This design comes from an exercise in tuning for small area, a short achievable clock period and few clock cycles per item on the open sky130 flow, not from production work.
RTL that was checked went through simulation tests only; none was proved equivalent to the original.
Power figures rest on the tool's default switching activity, not on a simulated workload.

==> 01-05 <==
## goertzel_power_detect
module goertzel_power_detect #(
   parameter int OW       = 20,
   parameter int PW       = 2*OW+1,
   parameter int HOLD_ON  = 3,
   parameter int HOLD_OFF = 3
) (
   input  logic            i_clk,
   input  logic            i_rst,
   input  logic [2*OW-1:0] s_axis_tdata,
   input  logic            s_axis_tvalid,
   output logic            s_axis_tready,
   output logic [PW-1:0]   m_axis_tdata,
   output logic            m_axis_tuser,
   output logic            m_axis_tvalid,
   input  logic            m_axis_tready,
   input  logic [PW-1:0]   i_threshold,
   output logic            o_detect
);
==> flow/config.mk <==
export PLATFORM = sky130hd
export DESIGN_NAME = goertzel_power_detect
export DESIGN_NICKNAME = goertzel_power_detect
export VERILOG_FILES = /design/flow/design.v
export SDC_FILE = /design/flow/constraint.sdc
export NUM_CORES = 4
export LEC_CHECK = 0
export CAP_MARGIN = 20
export CORE_MARGIN = 2
export CORE_UTILIZATION = 40
export SETUP_SLACK_MARGIN = 3.5
export SLEW_MARGIN = 20
export SYNTH_HIERARCHICAL = 1
export SYNTH_MINIMUM_KEEP_SIZE = 0
==> flow/constraint.sdc <==
create_clock -name core_clock -period 8.0 [get_ports {i_clk}]
set_input_delay 1.6000 -clock core_clock [delete_from_list [all_inputs] [get_ports {i_clk}]]
set_output_delay 1.6000 -clock core_clock [all_outputs]
set_load 0.01 [all_outputs]
standard.sh (not shown) runs the stock make flow with config.mk's settings and CLKGATE_MAP_FILE= SYNTH_SCRIPT=/design/flow/synth_recipe.tcl, a recipe that flattens the netlist after the stock synthesis.
==> flow/flow/run.sh <==
#!/bin/bash
# Standard ORFS layout (the standard.sh, standard synthesis unchanged),
# with the port buffers made from the smallest buffer cell.
set -euo pipefail
bash standard.sh BUFFER_PORTS_ARGS="-buffer_cell sky130_fd_sc_hd__buf_1" finish > standard_flow.log 2>&1
==> inputs of 10-15, as changes to 01-05 <==
--- a/flow/design.v
+++ b/flow/design.v
@@ -14,16 +14,17 @@
    output logic            m_axis_tuser,
    output logic            m_axis_tvalid,
    input  logic            m_axis_tready,
    input  logic [PW-1:0]   i_threshold,
    output logic            o_detect
 );
    localparam bit c_INREG  = 1'b1;
    localparam bit c_MIDREG = 1'b1;
+   localparam bit c_INMUX  = 1'b1;
    localparam int c_HMAX = (HOLD_ON > HOLD_OFF) ? HOLD_ON : HOLD_OFF;
    localparam int c_CW   = (c_HMAX > 1) ? $clog2(c_HMAX) : 1;
    logic            w_en;
    logic            w_v1, w_v2;
    logic            r_v3;
    logic [OW-1:0]   x_re, x_im;
    logic [67-1:0] w_mid_d, w_mid_q;
    logic [PW-1:0]   w_ra, w_rb;
@@ -33,25 +34,30 @@
    logic            r_hit;
    logic            r_det;
    logic [c_CW-1:0] r_cnt, w_cnt_nxt;
    logic            w_det_nxt;
    assign w_en          = !r_v3 || m_axis_tready;
    assign s_axis_tready = w_en;
    generate
       if (c_INREG) begin : g_in
-         logic          r_v1;
-         logic [OW-1:0] r_re, r_im;
+         logic            r_v1;
+         logic [OW-1:0]   r_re, r_im;
+         logic [2*OW-1:0] w_in_d;
+         if (c_INMUX) begin : g_mux
+            goertzel_hold #(.W(2*OW)) u_hold (
+               .i_load(w_en), .i_new(s_axis_tdata), .i_old({r_re, r_im}), .o_d(w_in_d));
+         end else begin : g_nmux
+            assign w_in_d = w_en ? s_axis_tdata : {r_re, r_im};
+         end
          always_ff @(posedge i_clk) begin
             if (i_rst)     r_v1 <= 1'b0;
             else if (w_en) r_v1 <= s_axis_tvalid;
-            if (w_en) begin
-               r_re <= s_axis_tdata[2*OW-1:OW];
-               r_im <= s_axis_tdata[OW-1:0];
-            end
+            r_re <= w_in_d[2*OW-1:OW];
+            r_im <= w_in_d[OW-1:0];
          end
          assign w_v1 = r_v1;
          assign x_re = r_re;
          assign x_im = r_im;
       end else begin : g_nin
          assign w_v1 = s_axis_tvalid;
          assign x_re = s_axis_tdata[2*OW-1:OW];
          assign x_im = s_axis_tdata[OW-1:0];
@@ -2217,16 +2223,26 @@
    input  logic i_b,
    input  logic i_c,
    output logic o_s,
    output logic o_c
 );
    assign o_s = i_a ^ i_b ^ i_c;
    assign o_c = (i_a & i_b) | (i_a & i_c) | (i_b & i_c);
 endmodule
+module goertzel_hold #(
+   parameter int W = 1
+) (
+   input  logic         i_load,
+   input  logic [W-1:0] i_new,
+   input  logic [W-1:0] i_old,
+   output logic [W-1:0] o_d
+);
+   assign o_d = i_load ? i_new : i_old;
+endmodule
 module goertzel_ha (
    input  logic i_a,
    input  logic i_b,
    output logic o_s,
    output logic o_c
 );
    assign o_s = i_a ^ i_b;
    assign o_c = i_a & i_b;
==> flow/config.mk (replaced) <==
export PLATFORM = sky130hd
export DESIGN_NAME = goertzel_power_detect
export DESIGN_NICKNAME = goertzel_power_detect
export VERILOG_FILES = /design/flow/design.v
export SDC_FILE = /design/flow/constraint.sdc
export NUM_CORES = 4
export LEC_CHECK = 0
export CAP_MARGIN = 20
export CORE_MARGIN = 2
export CORE_UTILIZATION = 60
export CTS_BUF_LIST = sky130_fd_sc_hd__clkbuf_8
export PLACE_DENSITY = 0.75
export SETUP_SLACK_MARGIN = 3.5
export SLEW_MARGIN = 20
export SYNTH_HIERARCHICAL = 1
export SYNTH_MINIMUM_KEEP_SIZE = 0
==> inputs of 03-02, as changes to 01-05 <==
--- a/flow/design.v
+++ b/flow/design.v
@@ -14,16 +14,17 @@
    output logic            m_axis_tuser,
    output logic            m_axis_tvalid,
    input  logic            m_axis_tready,
    input  logic [PW-1:0]   i_threshold,
    output logic            o_detect
 );
    localparam bit c_INREG  = 1'b1;
    localparam bit c_MIDREG = 1'b1;
+   localparam bit c_INMUX  = 1'b1;
    localparam int c_HMAX = (HOLD_ON > HOLD_OFF) ? HOLD_ON : HOLD_OFF;
    localparam int c_CW   = (c_HMAX > 1) ? $clog2(c_HMAX) : 1;
    logic            w_en;
    logic            w_v1, w_v2;
    logic            r_v3;
    logic [OW-1:0]   x_re, x_im;
    logic [67-1:0] w_mid_d, w_mid_q;
    logic [PW-1:0]   w_ra, w_rb;
@@ -33,25 +34,30 @@
    logic            r_hit;
    logic            r_det;
    logic [c_CW-1:0] r_cnt, w_cnt_nxt;
    logic            w_det_nxt;
    assign w_en          = !r_v3 || m_axis_tready;
    assign s_axis_tready = w_en;
    generate
       if (c_INREG) begin : g_in
-         logic          r_v1;
-         logic [OW-1:0] r_re, r_im;
+         logic            r_v1;
+         logic [OW-1:0]   r_re, r_im;
+         logic [2*OW-1:0] w_in_d;
+         if (c_INMUX) begin : g_mux
+            goertzel_hold #(.W(2*OW)) u_hold (
+               .i_load(w_en), .i_new(s_axis_tdata), .i_old({r_re, r_im}), .o_d(w_in_d));
+         end else begin : g_nmux
+            assign w_in_d = w_en ? s_axis_tdata : {r_re, r_im};
+         end
          always_ff @(posedge i_clk) begin
             if (i_rst)     r_v1 <= 1'b0;
             else if (w_en) r_v1 <= s_axis_tvalid;
-            if (w_en) begin
-               r_re <= s_axis_tdata[2*OW-1:OW];
-               r_im <= s_axis_tdata[OW-1:0];
-            end
+            r_re <= w_in_d[2*OW-1:OW];
+            r_im <= w_in_d[OW-1:0];
          end
          assign w_v1 = r_v1;
          assign x_re = r_re;
          assign x_im = r_im;
       end else begin : g_nin
          assign w_v1 = s_axis_tvalid;
          assign x_re = s_axis_tdata[2*OW-1:OW];
          assign x_im = s_axis_tdata[OW-1:0];
@@ -2217,16 +2223,26 @@
    input  logic i_b,
    input  logic i_c,
    output logic o_s,
    output logic o_c
 );
    assign o_s = i_a ^ i_b ^ i_c;
    assign o_c = (i_a & i_b) | (i_a & i_c) | (i_b & i_c);
 endmodule
+module goertzel_hold #(
+   parameter int W = 1
+) (
+   input  logic         i_load,
+   input  logic [W-1:0] i_new,
+   input  logic [W-1:0] i_old,
+   output logic [W-1:0] o_d
+);
+   assign o_d = i_load ? i_new : i_old;
+endmodule
 module goertzel_ha (
    input  logic i_a,
    input  logic i_b,
    output logic o_s,
    output logic o_c
 );
    assign o_s = i_a ^ i_b;
    assign o_c = i_a & i_b;
==> flow/config.mk (replaced) <==
export PLATFORM = sky130hd
export DESIGN_NAME = goertzel_power_detect
export DESIGN_NICKNAME = goertzel_power_detect
export VERILOG_FILES = /design/flow/design.v
export SDC_FILE = /design/flow/constraint.sdc
export NUM_CORES = 4
export LEC_CHECK = 0
export CAP_MARGIN = 20
export CORE_MARGIN = 2
export CORE_UTILIZATION = 40
export CTS_BUF_LIST = sky130_fd_sc_hd__clkbuf_8
export SETUP_SLACK_MARGIN = 4.0
export SLEW_MARGIN = 20
export SYNTH_HIERARCHICAL = 1
export SYNTH_MINIMUM_KEEP_SIZE = 0
==> notes.md <==
Synthesized area is the same in 03-02 and 10-15.
Against 10-15, the design area of 03-02 is higher by about 20%.
Synthesized cell count is the same in 03-02 and 10-15.
Global-route usage: 10-15 > 03-02 > 01-05.
Cell count, lowest first: 10-15, 01-05, 03-02.
First-iteration DRC count, highest first: 03-02, 01-05, 10-15.
Of 03-02 and 10-15, 03-02 has the higher via count (gap about 9%, measured against 10-15).
Wire length: 03-02 is larger than 01-05 (about 14%).
In 01-05 the clock power is higher than in 03-02, by about 45%.
Against 03-02, the die area of 10-15 is lower by 33%.
Utilization, highest first: 10-15, 03-02, 01-05.
Testbench counts of 10-15, summed over its fixed seeds: cycles 2,072, items 2,048.
Testbench counts of 03-02, summed over its fixed seeds: cycles 2,072, items 2,048.
The RTL of 01-05 was laid out without a check of its function.

==> what the ideal ports hide <==
The flow's constraints put no driver on any port. The routed layouts listed below were extracted and timed again, unchanged, in two steps.
Step 1, drivers: a clkbuf_16 drives i_clk and a buf_2 each remaining input, both assumed.
Step 2 moves the port delays by t, midway between the first and last clock arrival at a register: inputs arrive t later, outputs are due t later. That takes back most of the time a late clock gives input paths.
Slacks: ideal / step 1 / step 2; pairs: ideal / step 1.
| run | shift t [ns] | slack for setup (ns) | worst setup path at the end | clock arrival spread, ns |
|---|---|---|---|---|
| 01-05 | 0.518 | 3.641 / 3.641 / 3.641 | register to register | 0.009 / 0.009 |
| 10-15 | 0.523 | 3.588 / 3.588 / 3.588 | register to register | 0.024 / 0.024 |
| 03-02 | 0.572 | 3.740 / 3.740 / 3.740 | register to register | 0.016 / 0.016 |
After both steps every run listed still meets setup and hold.
